This design comes from an exercise in tuning for a short achievable clock period and few clock cycles on the open sky130 flow, not from production work. Function was not checked in any run shown here: the RTL went through the layout flow alone. Power figures rest on the tool's default switching activity, not on a simulated workload.

[flow/run.sh]
#!/bin/bash
set -uo pipefail
MARGIN=10
bash standard.sh SETUP_SLACK_MARGIN=$MARGIN finish > standard_flow.log 2>&1
[standard.sh]
#!/bin/bash
# synth_recipe.tcl (not shown) runs the flow's synth.tcl, then flattens the netlist and writes it again
# the make line also repeats each setting of config.mk as NAME=value (left out here)
make -C /OpenROAD-flow-scripts/flow DESIGN_CONFIG=/design/flow/config.mk WORK_HOME=/design/flow/orfs CLKGATE_MAP_FILE= SYNTH_SCRIPT=/design/flow/synth_recipe.tcl "${@:-finish}"
[config.mk]
export PLATFORM = sky130hd
export DESIGN_NAME = path_counter_top
export DESIGN_NICKNAME = path_counter_top
export VERILOG_FILES = /design/flow/design.v
export SDC_FILE = /design/flow/constraint.sdc
export NUM_CORES = 8
export LEC_CHECK = 0
export ABC_CLOCK_PERIOD_IN_PS = 2500
export CAP_MARGIN = 40
export CORE_MARGIN = 2
export CORE_UTILIZATION = 60
export CTS_CLUSTER_DIAMETER = 150
export CTS_CLUSTER_SIZE = 40
export SLEW_MARGIN = 20
export TNS_END_PERCENT = 15
[constraint.sdc]
create_clock -name core_clock -period 15.0 [get_ports {clk}]
set_input_delay 3.0000 -clock core_clock [delete_from_list [all_inputs] [get_ports {clk}]]
set_output_delay 3.0000 -clock core_clock [all_outputs]
set_load 0.01 [all_outputs]
[design.v]
package graph_pkg;
    typedef logic [10-1:0] node_idx_t;
    typedef logic [24-1:0] count_t;
    typedef logic [5-1:0] edge_cnt_t;
    typedef logic [$clog2(128)-1:0] queue_ptr_t;
    typedef enum logic [2:0] {
        IDLE  = 3'd0,
        SEED  = 3'd1,
        POP   = 3'd2,
        FETCH = 3'd3,
        DONE  = 3'd4
    } ctrl_state_t;
endpackage
`timescale 1ns/1ps
module path_counter_top (
    input  logic                 clk,
    input  logic                 rst_n,
    input  logic                 start,
    input  graph_pkg::node_idx_t start_idx,
    input  graph_pkg::node_idx_t end_idx,
    input  logic                 edge_valid,
    input  graph_pkg::node_idx_t next_node_idx,
    input  graph_pkg::edge_cnt_t next_node_counter,
    output logic                 edge_ready,
    output graph_pkg::node_idx_t node_idx,
    output logic                 rd_next_node,
    output graph_pkg::count_t    path_count,
    output logic                 done
);
    localparam int N   = 129;           
    localparam int IW  = 8;             
    localparam int XW  = 10;
    localparam int CW  = 24;
    localparam int K   = 256;           
    localparam int KW  = 9;             
    localparam int FN  = 128;           
    localparam int FW  = 8;             
    localparam int QD  = 32;            
    localparam int QW  = 5;
    localparam int OPW = 2 * IW + 2;    
    localparam int FSW = 1 + KW + IW;   
    localparam logic [1:0] OP_ONE = 2'd0;
    localparam logic [1:0] OP_VAL = 2'd1;
    localparam logic [1:0] OP_CLR = 2'd2;
    logic              run;         
    logic              init;        
    logic              srch;        
    logic              fin;         
    logic [XW-1:0]     end_r;
    logic              s1_v;
    logic [XW-1:0]     s1_t;
    logic              s1_last;
    logic              s1_endc;
    logic              s1_done;
    logic              s1_pend;
    logic              s1_alloc;
    logic [N-1:0]      s1_hit;
    logic              s1_fwdhit;
    logic [IW-1:0]     s1_fwd_id;
    logic              s1_fr;       
    logic              have_cand;
    logic [IW-1:0]     cand_id;
    logic [XW-1:0]     cand_idx;
    logic [IW-1:0]     cur_id;
    logic [XW-1:0]     cur_idx_r;
    logic              cur_chg;
    logic [KW-1:0]     cur_base;
    logic              cur_lossy;
    logic [N*XW-1:0]   nt_idx;
    logic [N-1:0]      nt_vld;
    logic [N-1:0]      nt_rd;
    logic [N*CW-1:0]   nt_val;
    logic [IW-1:0]     cnt;
    logic              rds_v;       
    logic [IW-1:0]     rds_id;
    logic [K*IW-1:0]   es;
    logic [KW-1:0]     sp;
    logic [KW-1:0]     sp_m1, sp_m2;    
    logic [IW-1:0]     ew0, ew1, ew2;
    logic              es_wv;
    logic [KW-2:0]     es_wa;
    logic [IW-1:0]     es_wd;
    logic [FN*FSW-1:0] fs;
    logic [FW-1:0]     fd;
    logic [FSW-1:0]    fw0, fw1, fw2;
    logic              fs_wv;
    logic [FW-2:0]     fs_wa;
    logic [FSW-1:0]    fs_wd;
    logic [3:0]        st_v;
    logic [OPW-1:0]    st_op [4];
    logic [QD*OPW-1:0] q;
    logic [QW-1:0]     q_rp;
    logic [QW-1:0]     q_wp;
    logic [QW:0]       q_cnt;
    assign edge_ready = rd_next_node;
    assign path_count = nt_val[CW-1:0];
    logic          take;
    logic          last0;
    logic [N-1:0]  hit0;
    logic          hit_fwd;
    logic          hit_any0;
    logic          hit_rd0;
    logic          c_end0, c_done0, c_pend0, alloc0;
    assign take  = edge_valid & rd_next_node;
    assign last0 = (next_node_counter == 5'(1));
    always_comb begin
        for (int i = 0; i < N; i++) begin
            hit0[i] = nt_vld[i] & (nt_idx[i*XW +: XW] == next_node_idx);
        end
        hit_fwd  = s1_v & s1_alloc & (s1_t == next_node_idx);
        hit_any0 = (|hit0) | hit_fwd;
        hit_rd0  = |(hit0 & nt_rd);
        c_end0   = (next_node_idx == end_r);
        c_done0  = take & ~c_end0 & hit_rd0;
        c_pend0  = take & ~c_end0 & ~hit_rd0;
        alloc0   = c_pend0 & ~hit_any0;
    end
    logic [IW-1:0] hit_id;
    logic          c_end, c_done, c_pend;
    logic [IW-1:0] pend_id;
    always_comb begin
        hit_id = s1_fwdhit ? s1_fwd_id : '0;
        for (int i = 0; i < N; i++) begin
            if (s1_hit[i]) hit_id = hit_id | IW'(i);
        end
        c_end   = s1_v & s1_endc;
        c_done  = s1_v & s1_done;
        c_pend  = s1_v & s1_pend;
        pend_id = s1_alloc ? cnt : hit_id;
    end
    logic s1_cand_new;   
    logic s1_push;       
    logic es_full;
    logic push_ok;
    logic push_drop;
    assign s1_cand_new = c_pend & ~have_cand;
    assign s1_push     = c_pend & have_cand;
    assign es_full     = sp[KW-1];
    assign push_ok     = s1_push & ~es_full;
    assign push_drop   = s1_push & es_full;
    logic          s1_end;        
    logic          cand_final;    
    logic          sw;            
    logic [IW-1:0] cand_id_final;
    assign s1_end        = s1_v & s1_last;
    assign cand_final    = have_cand | c_pend;
    assign sw            = s1_end & cand_final;
    assign cand_id_final = have_cand ? cand_id : pend_id;
    logic [IW-1:0]  fr_id    [4];
    logic [KW-1:0]  fr_base  [3];
    logic           fr_lossy [3];
    logic [IW-1:0]  e_id     [3];
    logic           e_rd     [3];
    logic [XW-1:0]  e_idx    [3];
    logic           em [3][3];    
    always_comb begin
        fr_id[0]    = cur_id;
        fr_id[1]    = fw0[IW-1:0];
        fr_id[2]    = fw1[IW-1:0];
        fr_id[3]    = fw2[IW-1:0];
        fr_base[0]  = cur_base;
        fr_base[1]  = fw0[IW +: KW];
        fr_base[2]  = fw1[IW +: KW];
        fr_lossy[0] = cur_lossy;
        fr_lossy[1] = fw0[FSW-1];
        fr_lossy[2] = fw1[FSW-1];
        e_id[0]     = ew0;
        e_id[1]     = ew1;
        e_id[2]     = ew2;
        for (int j = 0; j < 3; j++) begin
            e_rd[j]  = nt_rd[e_id[j]] | (rds_v & (rds_id == e_id[j]));
            e_idx[j] = nt_idx[e_id[j]*XW +: XW];
        end
        for (int f = 0; f < 3; f++) begin
            for (int j = 0; j < 3; j++) begin
                em[f][j] = (((j == 0) ? sp : (j == 1) ? sp_m1 : sp_m2) == fr_base[f]);
            end
        end
    end
    logic E00, E01, E02, E10, E11, E20;
    logic L0, L1, L2, R0, R1, R2;
    logic r0, r1, r2;
    assign E00 = em[0][0];
    assign E01 = em[0][1];
    assign E02 = em[0][2];
    assign E10 = em[1][0];
    assign E11 = em[1][1];
    assign E20 = em[2][0];
    assign L0  = fr_lossy[0];
    assign L1  = fr_lossy[1];
    assign L2  = fr_lossy[2];
    assign R0  = (fd == FW'(0));
    assign R1  = (fd == FW'(1));
    assign R2  = (fd == FW'(2));
    assign r0  = e_rd[0];
    assign r1  = e_rd[1];
    assign r2  = e_rd[2];
    logic st1_s, st1_rd, st1_f, st1_rr, st1_root, A01, A10;
    assign st1_s    = ~E00 & r0;
    assign st1_rd   = ~E00 & ~r0;
    assign st1_f    = E00 & ~L0 & ~R0;
    assign st1_rr   = E00 & L0 & ~cur_chg;
    assign st1_root = E00 & ~L0 & R0;
    assign A01 = st1_s;
    assign A10 = st1_f;
    logic a01_s, a01_rd, a01_f, a01_root, a10_s, a10_rd, a10_f, a10_root;
    assign a01_s    = A01 & ~E01 & r1;
    assign a01_rd   = A01 & ~E01 & ~r1;
    assign a01_f    = A01 & E01 & ~L0 & ~R0;
    assign a01_root = A01 & E01 & ~L0 & R0;
    assign a10_s    = A10 & ~E10 & r0;
    assign a10_rd   = A10 & ~E10 & ~r0;
    assign a10_f    = A10 & E10 & ~L1 & ~R1;
    assign a10_root = A10 & E10 & ~L1 & R1;
    logic B02, B11, B20;
    assign B02 = a01_s;
    assign B11 = a01_f | a10_s;
    assign B20 = a10_f;
    logic b02_s, b02_rd, b02_f, b02_root;
    logic b11_s, b11_rd, b11_f, b11_root;
    logic b20_s, b20_rd, b20_f, b20_root;
    assign b02_s    = B02 & ~E02 & r2;
    assign b02_rd   = B02 & ~E02 & ~r2;
    assign b02_f    = B02 & E02 & ~L0 & ~R0;
    assign b02_root = B02 & E02 & ~L0 & R0;
    assign b11_s    = B11 & ~E11 & r1;
    assign b11_rd   = B11 & ~E11 & ~r1;
    assign b11_f    = B11 & E11 & ~L1 & ~R1;
    assign b11_root = B11 & E11 & ~L1 & R1;
    assign b20_s    = B20 & ~E20 & r0;
    assign b20_rd   = B20 & ~E20 & ~r0;
    assign b20_f    = B20 & E20 & ~L2 & ~R2;
    assign b20_root = B20 & E20 & ~L2 & R2;
    logic w_read;       
    logic w_reread;     
    logic w_root;       
    logic ri0, ri1, ri2;
    assign ri0      = st1_rd | a10_rd | b20_rd;
    assign ri1      = a01_rd | b11_rd;
    assign ri2      = b02_rd;
    assign w_read   = ri0 | ri1 | ri2;
    assign w_reread = st1_rr;
    assign w_root   = st1_root | a01_root | a10_root | b02_root | b11_root | b20_root;
    logic A01_t, A10_t, B02_t, B11_t, B20_t;
    logic FI0, FI1, FI2, FI3, EI0, EI1, EI2, EI3;
    assign A01_t = A01 & ~(a01_s | a01_f);
    assign A10_t = A10 & ~(a10_s | a10_f);
    assign B02_t = B02 & ~(b02_s | b02_f);
    assign B11_t = B11 & ~(b11_s | b11_f);
    assign B20_t = B20 & ~(b20_s | b20_f);
    assign FI0 = ~(A01 | A10) | A01_t | B02_t | b02_s;
    assign FI1 = A10_t | B11_t | b02_f | b11_s;
    assign FI2 = B20_t | b11_f | b20_s;
    assign FI3 = b20_f;
    assign EI0 = ~(A01 | A10) | A10_t | B20_t | b20_f;
    assign EI1 = A01_t | B11_t | b11_f | b20_s;
    assign EI2 = B02_t | b02_f | b11_s;
    assign EI3 = b02_s;
    logic [2:0]     w_opv;
    logic [OPW-1:0] w_op [3];
    always_comb begin
        w_opv[0] = st1_s | st1_f | st1_rr;
        if (st1_s)
            w_op[0] = {OP_VAL, fr_id[0], e_id[0]};
        else if (st1_f)
            w_op[0] = {OP_VAL, fr_id[1], fr_id[0]};
        else
            w_op[0] = {OP_CLR, fr_id[0], fr_id[0]};
        w_opv[1] = a01_s | a01_f | a10_s | a10_f;
        if (A01)
            w_op[1] = E01 ? {OP_VAL, fr_id[1], fr_id[0]} : {OP_VAL, fr_id[0], e_id[1]};
        else
            w_op[1] = E10 ? {OP_VAL, fr_id[2], fr_id[1]} : {OP_VAL, fr_id[1], e_id[0]};
        w_opv[2] = b02_s | b02_f | b11_s | b11_f | b20_s | b20_f;
        if (B02)
            w_op[2] = E02 ? {OP_VAL, fr_id[1], fr_id[0]} : {OP_VAL, fr_id[0], e_id[2]};
        else if (B11)
            w_op[2] = E11 ? {OP_VAL, fr_id[2], fr_id[1]} : {OP_VAL, fr_id[1], e_id[1]};
        else
            w_op[2] = E20 ? {OP_VAL, fr_id[3], fr_id[2]} : {OP_VAL, fr_id[2], e_id[0]};
    end
    logic [XW-1:0] w_read_idx;
    logic [IW-1:0] w_read_id;
    assign w_read_idx = ri0 ? e_idx[0] : ri1 ? e_idx[1] : e_idx[2];
    assign w_read_id  = ri0 ? e_id[0] : ri1 ? e_id[1] : e_id[2];
    logic [QW:0] q_fill;
    logic        q_room;
    logic        q_room_pre;
    assign q_fill     = q_cnt + (QW+1)'(st_v[0]) + (QW+1)'(st_v[1])
                      + (QW+1)'(st_v[2]) + (QW+1)'(st_v[3]);
    assign q_room     = (q_fill <= (QW+1)'(QD - 12));
    assign q_room_pre = (q_fill <= (QW+1)'(QD - 16));
    logic sr_go;
    assign sr_go = run & ~fin & ((srch & q_room) | (s1_end & ~cand_final & (q_room | s1_fr)));
    logic sr_read, sr_reread, sr_root;
    assign sr_read   = sr_go & w_read;
    assign sr_reread = sr_go & w_reread;
    assign sr_root   = sr_go & w_root;
    logic take_last;
    logic cand_avail0;
    logic pre_fr;
    assign take_last   = take & last0;
    assign cand_avail0 = have_cand | c_pend | c_pend0;
    assign pre_fr      = w_read & q_room_pre & ~srch;
    logic           P0, P1, P2, P3;       
    logic           Q0, Q1, Q2, Q3;       
    logic [KW-1:0]  sp_m3, sp_m4, sp_m5, sp_m6;
    logic [IW-1:0]  es_r [3];
    logic [FW-1:0]  fd_p1, fd_m1, fd_m2, fd_m3, fd_m4, fd_m5, fd_m6;
    logic [FSW-1:0] fs_r [3];
    assign P0 = EI0 & ~w_read;
    assign P1 = (EI1 & ~w_read) | (EI0 & w_read);
    assign P2 = (EI2 & ~w_read) | (EI1 & w_read);
    assign P3 = (EI3 & ~w_read) | (EI2 & w_read);
    assign Q0 = w_read ? (FI0 | FI1) : FI0;
    assign Q1 = w_read ? FI2 : FI1;
    assign Q2 = w_read ? FI3 : FI2;
    assign Q3 = ~w_read & FI3;
    assign sp_m3   = sp_m2 - KW'(1);
    assign sp_m4   = sp_m2 - KW'(2);
    assign sp_m5   = sp_m2 - KW'(3);
    assign sp_m6   = sp_m2 - KW'(4);
    assign fd_p1   = fd + FW'(1);
    assign fd_m1   = fd - FW'(1);
    assign fd_m2   = fd - FW'(2);
    assign fd_m3   = fd - FW'(3);
    assign fd_m4   = fd - FW'(4);
    assign fd_m5   = fd - FW'(5);
    assign fd_m6   = fd - FW'(6);
    assign es_r[0] = es[sp_m4[KW-2:0]*IW +: IW];
    assign es_r[1] = es[sp_m5[KW-2:0]*IW +: IW];
    assign es_r[2] = es[sp_m6[KW-2:0]*IW +: IW];
    assign fs_r[0] = fs[fd_m4[FW-2:0]*FSW +: FSW];
    assign fs_r[1] = fs[fd_m5[FW-2:0]*FSW +: FSW];
    assign fs_r[2] = fs[fd_m6[FW-2:0]*FSW +: FSW];
    logic [KW-1:0] sp_n, sp_m1_n, sp_m2_n;
    logic [FW-1:0] fd_n;
    always_comb begin
        sp_n    = P0 ? sp    : P1 ? sp_m1 : P2 ? sp_m2 : sp_m3;
        sp_m1_n = P0 ? sp_m1 : P1 ? sp_m2 : P2 ? sp_m3 : sp_m4;
        sp_m2_n = P0 ? sp_m2 : P1 ? sp_m3 : P2 ? sp_m4 : sp_m5;
        if (w_read)
            fd_n = FI0 ? fd_p1 : FI1 ? fd : FI2 ? fd_m1 : fd_m2;
        else
            fd_n = FI0 ? fd : FI1 ? fd_m1 : FI2 ? fd_m2 : fd_m3;
    end
    logic [IW-1:0] ewin [6];
    logic [IW-1:0] ew_n [3];
    always_comb begin
        ewin[0] = ew0;     ewin[1] = ew1;     ewin[2] = ew2;
        ewin[3] = es_r[0]; ewin[4] = es_r[1]; ewin[5] = es_r[2];
        for (int j = 0; j < 3; j++) begin
            ew_n[j] = P0 ? ewin[j] : P1 ? ewin[j+1] : P2 ? ewin[j+2] : ewin[j+3];
        end
    end
    logic [FSW-1:0] fwin [6];
    logic [FSW-1:0] fw_n [3];
    logic [IW-1:0]  wcur_id;
    logic [KW-1:0]  wcur_base;
    logic           wcur_lossy;
    always_comb begin
        fwin[0] = fw0;     fwin[1] = fw1;     fwin[2] = fw2;
        fwin[3] = fs_r[0]; fwin[4] = fs_r[1]; fwin[5] = fs_r[2];
        for (int j = 0; j < 3; j++) begin
            fw_n[j] = Q0 ? fwin[j] : Q1 ? fwin[j+1] : Q2 ? fwin[j+2] : fwin[j+3];
        end
        if (FI0)
            {wcur_lossy, wcur_base, wcur_id} = {cur_lossy, cur_base, cur_id};
        else if (FI1)
            {wcur_lossy, wcur_base, wcur_id} = fw0;
        else if (FI2)
            {wcur_lossy, wcur_base, wcur_id} = fw1;
        else
            {wcur_lossy, wcur_base, wcur_id} = fw2;
    end
    logic [2:0]     st_n;
    logic [QW-1:0]  q_wa [4];
    always_comb begin
        st_n    = 3'(st_v[0]) + 3'(st_v[1]) + 3'(st_v[2]) + 3'(st_v[3]);
        q_wa[0] = q_wp;
        q_wa[1] = q_wa[0] + QW'(st_v[0]);
        q_wa[2] = q_wa[1] + QW'(st_v[1]);
        q_wa[3] = q_wa[2] + QW'(st_v[2]);
    end
    logic [OPW-1:0] h0, h1;
    logic [1:0]     h0_kind, h1_kind;
    logic [IW-1:0]  h0_dst, h0_src, h1_dst, h1_src;
    logic           q_any, q_pair;
    logic [QW-1:0]  q_rp1;
    logic [N-1:0]   h_doh, h_s0oh, h_s1oh;
    assign q_rp1   = q_rp + 1'b1;
    assign h0      = q[q_rp*OPW +: OPW];
    assign h1      = q[q_rp1*OPW +: OPW];
    assign h0_kind = h0[OPW-1 -: 2];
    assign h0_dst  = h0[IW +: IW];
    assign h0_src  = h0[IW-1:0];
    assign h1_kind = h1[OPW-1 -: 2];
    assign h1_dst  = h1[IW +: IW];
    assign h1_src  = h1[IW-1:0];
    assign q_any   = (q_cnt != '0);
    assign q_pair  = (q_cnt > (QW+1)'(1)) & (h0_kind != OP_CLR) & (h1_kind != OP_CLR)
                   & (h0_dst == h1_dst);
    always_comb begin
        for (int i = 0; i < N; i++) begin
            h_doh[i]  = (h0_dst == IW'(i));
            h_s0oh[i] = (h0_src == IW'(i));
            h_s1oh[i] = (h1_src == IW'(i));
        end
    end
    logic           b_v;
    logic [1:0]     b_kind0;
    logic           b_pair, b_one1;
    logic [IW-1:0]  b_dst;
    logic [N-1:0]   b_doh, b_s0oh, b_s1oh;
    logic           b_fd, b_fs0, b_fs1;
    logic [CW-1:0]  b_d, b_s0, b_s1;
    logic [CW-1:0]  rd_d, rd_s0, rd_s1;
    logic           c_v;
    logic [N-1:0]   c_doh;
    logic [CW-1:0]  c_d, c_s0, c_s1;
    logic [CW-1:0]  c_r;
    assign c_r = c_d + c_s0 + c_s1;
    always_comb begin
        rd_d  = '0;
        rd_s0 = '0;
        rd_s1 = '0;
        for (int i = 0; i < N; i++) begin
            rd_d  = rd_d  | (nt_val[i*CW +: CW] & {CW{b_doh[i]}});
            rd_s0 = rd_s0 | (nt_val[i*CW +: CW] & {CW{b_s0oh[i]}});
            rd_s1 = rd_s1 | (nt_val[i*CW +: CW] & {CW{b_s1oh[i]}});
        end
        if (b_kind0 == OP_CLR)
            b_d = '0;
        else if (b_fd)
            b_d = c_r;
        else
            b_d = rd_d;
        if (b_kind0 == OP_ONE)
            b_s0 = CW'(1);
        else if (b_kind0 == OP_CLR)
            b_s0 = '0;
        else if (b_fs0)
            b_s0 = c_r;
        else
            b_s0 = rd_s0;
        if (!b_pair)
            b_s1 = '0;
        else if (b_one1)
            b_s1 = CW'(1);
        else if (b_fs1)
            b_s1 = c_r;
        else
            b_s1 = rd_s1;
    end
    logic run_go;
    assign run_go = start & ~run;
    logic drain_done;
    assign drain_done = fin & (q_cnt == '0) & (st_n == '0) & ~b_v;
    always_ff @(posedge clk or negedge rst_n) begin
        if (!rst_n) begin
            run          <= 1'b0;
            init         <= 1'b0;
            srch         <= 1'b0;
            fin          <= 1'b0;
            done         <= 1'b0;
            rd_next_node <= 1'b0;
            s1_v         <= 1'b0;
            s1_fr        <= 1'b0;
            have_cand    <= 1'b0;
            sp           <= '0;
            sp_m1        <= '1;
            sp_m2        <= '1 - 1'b1;
            fd           <= '0;
            es_wv        <= 1'b0;
            fs_wv        <= 1'b0;
            st_v         <= '0;
            q_rp         <= '0;
            q_wp         <= '0;
            q_cnt        <= '0;
            b_v          <= 1'b0;
            c_v          <= 1'b0;
        end else begin
            init  <= run_go;
            s1_v  <= take;
            s1_fr <= take_last & ~cand_avail0 & pre_fr;
            es_wv <= push_ok;
            fs_wv <= sw | (sr_read & FI0);
            st_v  <= {sr_go & w_opv[2], sr_go & w_opv[1], sr_go & w_opv[0], c_end | c_done};
            if (run_go) begin
                run          <= 1'b1;
                done         <= 1'b0;
                srch         <= 1'b0;
                fin          <= 1'b0;
                rd_next_node <= 1'b1;
                have_cand    <= 1'b0;
                sp           <= '0;
                sp_m1        <= '1;
                sp_m2        <= '1 - 1'b1;
                fd           <= '0;
            end else if (run) begin
                if (take_last && !cand_avail0 && !pre_fr) begin
                    rd_next_node <= 1'b0;
                end
                if (s1_end) begin
                    have_cand <= 1'b0;
                end else if (s1_cand_new) begin
                    have_cand <= 1'b1;
                end
                if (push_ok) begin
                    sp    <= sp + 1'b1;
                    sp_m1 <= sp;
                    sp_m2 <= sp_m1;
                end
                if (sw) begin
                    fd <= fd + 1'b1;
                end else if (s1_end) begin
                    srch <= 1'b1;
                end
                if (sr_go) begin
                    sp    <= sp_n;
                    sp_m1 <= sp_m1_n;
                    sp_m2 <= sp_m2_n;
                    fd    <= fd_n;
                    if (w_read || w_reread) begin
                        srch         <= 1'b0;
                        rd_next_node <= 1'b1;
                    end
                    if (w_root) begin
                        srch <= 1'b0;
                        fin  <= 1'b1;
                    end
                end
                if (drain_done) begin
                    run  <= 1'b0;
                    fin  <= 1'b0;
                    done <= 1'b1;
                end
            end
            q_wp  <= q_wp + QW'(st_n);
            q_cnt <= q_cnt + (QW+1)'(st_n) - (q_pair ? (QW+1)'(2) : q_any ? (QW+1)'(1) : '0);
            q_rp  <= q_rp + (q_pair ? QW'(2) : q_any ? QW'(1) : '0);
            b_v   <= q_any;
            c_v   <= b_v;
        end
    end
    always_ff @(posedge clk) begin
        if (run_go) begin
            node_idx <= start_idx;
        end else if (take_last && cand_avail0) begin
            node_idx <= have_cand ? cand_idx : (c_pend ? s1_t : next_node_idx);
        end else if (take_last && pre_fr) begin
            node_idx <= w_read_idx;
        end else if (sr_reread) begin
            node_idx <= cur_idx_r;
        end else if (sr_read) begin
            node_idx <= w_read_idx;
        end
    end
    always_ff @(posedge clk) begin
        st_op[0] <= {c_end ? OP_ONE : OP_VAL, cur_id, hit_id};
        st_op[1] <= w_op[0];
        st_op[2] <= w_op[1];
        st_op[3] <= w_op[2];
        for (int i = 0; i < QD; i++) begin
            if (st_v[0] && (q_wa[0] == QW'(i)))
                q[i*OPW +: OPW] <= st_op[0];
            else if (st_v[1] && (q_wa[1] == QW'(i)))
                q[i*OPW +: OPW] <= st_op[1];
            else if (st_v[2] && (q_wa[2] == QW'(i)))
                q[i*OPW +: OPW] <= st_op[2];
            else if (st_v[3] && (q_wa[3] == QW'(i)))
                q[i*OPW +: OPW] <= st_op[3];
        end
    end
    always_ff @(posedge clk) begin
        b_kind0 <= h0_kind;
        b_pair  <= q_pair;
        b_one1  <= (h1_kind == OP_ONE);
        b_doh   <= h_doh;
        b_s0oh  <= h_s0oh;
        b_s1oh  <= h_s1oh;
        b_dst   <= h0_dst;
        b_fd    <= b_v & (b_dst == h0_dst);
        b_fs0   <= b_v & (b_dst == h0_src);
        b_fs1   <= b_v & (b_dst == h1_src);
        c_doh   <= b_doh;
        c_d     <= b_d;
        c_s0    <= b_s0;
        c_s1    <= b_s1;
    end
    always_ff @(posedge clk) begin
        s1_t      <= next_node_idx;
        s1_last   <= last0;
        s1_endc   <= c_end0;
        s1_done   <= c_done0;
        s1_pend   <= c_pend0;
        s1_alloc  <= alloc0;
        s1_hit    <= hit0;
        s1_fwdhit <= hit_fwd;
        s1_fwd_id <= cnt;
        if (run_go) begin
            end_r <= end_idx;
        end
    end
    always_ff @(posedge clk) begin
        cur_idx_r <= nt_idx[cur_id*XW +: XW];
        cur_chg   <= init | sw | (sr_go & (w_read | ~FI0));
        if (s1_cand_new && !s1_end) begin
            cand_id  <= pend_id;
            cand_idx <= s1_t;
        end
        es_wa <= sp[KW-2:0];
        es_wd <= pend_id;
        if (es_wv) begin
            es[es_wa*IW +: IW] <= es_wd;
        end
        fs_wa <= fd[FW-2:0];
        fs_wd <= {cur_lossy | push_drop, cur_base, cur_id};
        if (fs_wv) begin
            fs[fs_wa*FSW +: FSW] <= fs_wd;
        end
        if (init) begin
            cur_id    <= '0;
            cur_base  <= '0;
            cur_lossy <= 1'b0;
        end else if (sw) begin
            cur_id    <= cand_id_final;
            cur_base  <= sp + (push_ok ? 1'b1 : 1'b0);
            cur_lossy <= 1'b0;
            fw0       <= {cur_lossy | push_drop, cur_base, cur_id};
            fw1       <= fw0;
            fw2       <= fw1;
        end else if (sr_go) begin
            if (w_read) begin
                cur_id    <= w_read_id;
                cur_base  <= sp_n;
                cur_lossy <= 1'b0;
                if (FI0) begin
                    fw0 <= {cur_lossy, cur_base, cur_id};
                    fw1 <= fw0;
                    fw2 <= fw1;
                end else begin
                    fw0 <= fw_n[0];
                    fw1 <= fw_n[1];
                    fw2 <= fw_n[2];
                end
            end else begin
                cur_id    <= wcur_id;
                cur_base  <= wcur_base;
                cur_lossy <= w_reread ? 1'b0 : wcur_lossy;
                fw0       <= fw_n[0];
                fw1       <= fw_n[1];
                fw2       <= fw_n[2];
            end
        end else if (push_drop) begin
            cur_lossy <= 1'b1;
        end
        if (push_ok) begin
            ew0 <= pend_id;
            ew1 <= ew0;
            ew2 <= ew1;
        end else if (sr_go) begin
            ew0 <= ew_n[0];
            ew1 <= ew_n[1];
            ew2 <= ew_n[2];
        end
    end
    always_ff @(posedge clk or negedge rst_n) begin
        if (!rst_n) begin
            rds_v <= 1'b0;
        end else begin
            rds_v <= sw | sr_read;
        end
    end
    always_ff @(posedge clk) begin
        rds_id <= sw ? cand_id_final : w_read_id;
    end
    always_ff @(posedge clk) begin
        if (run_go) begin
            nt_idx[XW-1:0] <= start_idx;
        end
        if (init) begin
            cnt    <= IW'(1);
            nt_vld <= N'(1);
            nt_rd  <= N'(1);
        end else begin
            if (c_pend && s1_alloc) begin
                cnt                  <= cnt + 1'b1;
                nt_idx[cnt*XW +: XW] <= s1_t;
                nt_vld[cnt]          <= 1'b1;
            end
            if (rds_v) nt_rd[rds_id] <= 1'b1;
        end
    end
    always_ff @(posedge clk) begin
        for (int i = 0; i < N; i++) begin
            if (init)
                nt_val[i*CW +: CW] <= '0;
            else if (c_v && c_doh[i])
                nt_val[i*CW +: CW] <= c_r;
        end
    end
endmodule
==> results of run 1 <==
## stage by stage
stage	instance area, µm²	setup WS, ns
after floorplan	642000	-5.685
after global placement	663200	5.308
after detailed placement	676600	5.910
## power by group through the flow
| stage | logic (W) | clock network [W] | registers (W) |
|---|---|---|---|
| 2_1_floorplan | 0.0495 | 0 | 0.0391 |
| 3_3_place_gp | 0.0978 | 0 | 0.0401 |
| 3_5_place_dp | 0.106 | 0 | 0.0411 |
## how the worst max path moves through the flow
stage,from,slack (ns),to,depth (start not counted)
floorplan,s1_v,-5.69,nt_idx[1000],5
global placement,next_node_idx[0],5.31,node_idx[8],18
detailed placement,fd[1],5.91,fw2[17],16
## kinds of logic after synthesis
family	after synthesis
compound gates	15980
xor+xnor	1562
fa+ha+maj	136
buf+inv	6142
flops	10660
mux	8235
simple gates	16640
==> impl_metrics.toml, run 1 <==
[logic_synthesis]
syn_avg_cell_area_um2 = 10.82
synth.distinct_cells = 104
ys_top_cells_by_count = "6,622 x nor2_1, 6,324 x edfxtp_1, 6,255 x nand2_1"
synth_edf_count = 6324
ys.warnings.count = 17
synth_xor_area_share_pct = 2.131
yosys.area_share.simple_pct = 11.04
synthMuxAreaShare_pct = 23.17
synth_area_leaders = "edfxtp_1 30%, mux4_2 18%, dfxtp_1 13%, nor2_1 3.9%, a22oi_1 3.8%"
synth-compound-area-share_pct = 16.49
syn_nets = 59530
ys_seq_elements = 10660
ys.flop_type = "edfxtp_1"
synth_area_um2 = 641900
synth_top_family_by_area = "multiplexers"
synth_top_area_share_pct = 29.58
synthCells = 59350
synth_seq_area_share_pct = 43.15
yosysTopAreaCell = "edfxtp_1"
async_flop_share_pct = 0.6475
synth_adder_area_share_pct = 0.3037
yosysMostFrequentCell = "nor2_1"

[placed_design]
place.gp.congestion = 1.391
port_buffers = 75
hpwl_um = 3550000
place_inst = 70520

[floorplan]
rows = 380
die_height_um = 1038
start_util_pct = 60.09
fp.dieW_um = 1038
ios = 76

[status]
failing_step = "clock tree synthesis"
toolErrorMsg = "[ERROR DPL-0033] detailed placement checks failed during check placement."
outcome = "stopped before the end"

[clock_tree]
ctsHoldBuffers = 0
root_buffer = "clkbuf_16"
max-clock-path-buffers = 5
cts_setup_buffers = 685
post_cts_resized = 2271
clock-sinks = 10660
numCtsBuffers = 320
htree_num_levels = 5
==> run 2, diff against run 1 <==
--- a/design.v
+++ b/design.v
@@ -57,7 +57,6 @@
     logic [N-1:0]      s1_hit;
     logic              s1_fwdhit;
     logic [IW-1:0]     s1_fwd_id;
-    logic              s1_fr;       
     logic              have_cand;
     logic [IW-1:0]     cand_id;
     logic [XW-1:0]     cand_idx;
@@ -103,9 +102,12 @@
     logic          c_end0, c_done0, c_pend0, alloc0;
     assign take  = edge_valid & rd_next_node;
     assign last0 = (next_node_counter == 5'(1));
+    logic [IW-1:0] hit_id0;
     always_comb begin
+        hit_id0 = '0;
         for (int i = 0; i < N; i++) begin
             hit0[i] = nt_vld[i] & (nt_idx[i*XW +: XW] == next_node_idx);
+            if (hit0[i]) hit_id0 = hit_id0 | IW'(i);
         end
         hit_fwd  = s1_v & s1_alloc & (s1_t == next_node_idx);
         hit_any0 = (|hit0) | hit_fwd;
@@ -290,18 +292,18 @@
                       + (QW+1)'(st_v[2]) + (QW+1)'(st_v[3]);
     assign q_room     = (q_fill <= (QW+1)'(QD - 12));
     assign q_room_pre = (q_fill <= (QW+1)'(QD - 16));
+    logic go_e;
     logic sr_go;
-    assign sr_go = run & ~fin & ((srch & q_room) | (s1_end & ~cand_final & (q_room | s1_fr)));
+    assign sr_go = run & ~fin & q_room & (srch | go_e);
     logic sr_read, sr_reread, sr_root;
     assign sr_read   = sr_go & w_read;
     assign sr_reread = sr_go & w_reread;
     assign sr_root   = sr_go & w_root;
     logic take_last;
     logic cand_avail0;
-    logic pre_fr;
     assign take_last   = take & last0;
     assign cand_avail0 = have_cand | c_pend | c_pend0;
-    assign pre_fr      = w_read & q_room_pre & ~srch;
+    assign go_e        = take_last & ~cand_avail0 & ~srch;
     logic           P0, P1, P2, P3;       
     logic           Q0, Q1, Q2, Q3;       
     logic [KW-1:0]  sp_m3, sp_m4, sp_m5, sp_m6;
@@ -465,7 +467,6 @@
             done         <= 1'b0;
             rd_next_node <= 1'b0;
             s1_v         <= 1'b0;
-            s1_fr        <= 1'b0;
             have_cand    <= 1'b0;
             sp           <= '0;
             sp_m1        <= '1;
@@ -482,10 +483,9 @@
         end else begin
             init  <= run_go;
             s1_v  <= take;
-            s1_fr <= take_last & ~cand_avail0 & pre_fr;
             es_wv <= push_ok;
             fs_wv <= sw | (sr_read & FI0);
-            st_v  <= {sr_go & w_opv[2], sr_go & w_opv[1], sr_go & w_opv[0], c_end | c_done};
+            st_v  <= {sr_go & w_opv[2], sr_go & w_opv[1], sr_go & w_opv[0], (take & c_end0) | c_done0};
             if (run_go) begin
                 run          <= 1'b1;
                 done         <= 1'b0;
@@ -498,8 +498,9 @@
                 sp_m2        <= '1 - 1'b1;
                 fd           <= '0;
             end else if (run) begin
-                if (take_last && !cand_avail0 && !pre_fr) begin
+                if (go_e) begin
                     rd_next_node <= 1'b0;
+                    srch         <= 1'b1;
                 end
                 if (s1_end) begin
                     have_cand <= 1'b0;
@@ -513,8 +514,6 @@
                 end
                 if (sw) begin
                     fd <= fd + 1'b1;
-                end else if (s1_end) begin
-                    srch <= 1'b1;
                 end
                 if (sr_go) begin
                     sp    <= sp_n;
@@ -548,8 +547,6 @@
             node_idx <= start_idx;
         end else if (take_last && cand_avail0) begin
             node_idx <= have_cand ? cand_idx : (c_pend ? s1_t : next_node_idx);
-        end else if (take_last && pre_fr) begin
-            node_idx <= w_read_idx;
         end else if (sr_reread) begin
             node_idx <= cur_idx_r;
         end else if (sr_read) begin
@@ -557,7 +554,7 @@
         end
     end
     always_ff @(posedge clk) begin
-        st_op[0] <= {c_end ? OP_ONE : OP_VAL, cur_id, hit_id};
+        st_op[0] <= {c_end0 ? OP_ONE : OP_VAL, cur_id, hit_id0};
         st_op[1] <= w_op[0];
         st_op[2] <= w_op[1];
         st_op[3] <= w_op[2];
==> run 2 against run 1 <==
Against the previous run: the flow stops in detailed placement; synthesized cell count up 0.11%; area after synthesis down 0.11%.
==> impl_metrics.toml, run 2 <==
[status]
outcome = "stopped before the end"
failing_step = "detailed placement"
toolErrorMsg = "[ERROR DPL-0033] detailed placement checks failed during check placement."

[logic_synthesis]
ys_seq_elements = 10650
syn_avg_cell_area_um2 = 10.79
yosysMostFrequentCell = "nand2_1"
syn_nets = 59590
synth_seq_area_share_pct = 43.19
synth_adder_area_share_pct = 0.3040
ys.warnings.count = 17
ys_top_cells_by_count = "6,896 x nand2_1, 6,339 x nor2_1, 6,324 x edfxtp_1"
synth.distinct_cells = 110
yosys.area_share.simple_pct = 10.97
ys.flop_type = "edfxtp_1"
synth-compound-area-share_pct = 16.48
synth_area_leaders = "edfxtp_1 30%, mux4_2 18%, dfxtp_1 13%, nand2_1 4.0%, mux2_2 3.7%"
synthMuxAreaShare_pct = 23.22
synth_xor_area_share_pct = 2.154
yosysTopAreaCell = "edfxtp_1"
synthCells = 59420
synth_top_family_by_area = "multiplexers"
synth_area_um2 = 641200
synth_edf_count = 6324
async_flop_share_pct = 0.6383
synth_top_area_share_pct = 29.62

[floorplan]
die_height_um = 1038
rows = 379
start_util_pct = 60.20
ios = 76
fp.dieW_um = 1038

[placed_design]
hpwl_um = 3598000
place.gp.congestion = 1.395
port_buffers = 75
## run 2: power groups by stage
stage	Combinational, W	Sequential (W)	Clock (W)
after floorplan	0.0144	0.0324	0
after global placement	0.0295	0.0339	0
## run 2: how the worst max path moves through the flow
| stage | from | endpoint | slack (ns) | depth (start not counted) |
|---|---|---|---|---|
| after floorplan | s1_v | nt_idx[1000] | -5.50 | 4 |
| after global placement | next_node_idx[6] | cur_base[6] | 4.24 | 20 |
## run 2: logic make-up after synthesis
family	Yosys count
AO/OA/AOI/OAI	16080
XOR/XNOR	1577
adder cells (fa/ha/maj)	136
buffers and inverters	6079
flip-flops	10650
multiplexers	8176
AND/OR/NAND/NOR	16710
## run 2: through the flow
stage / setup TNS (ns) / hold WS, ns / area (µm²)
floorplan: -9955.40 / 0.3290 / 641200
global placement: 0 / 0.4519 / 663400
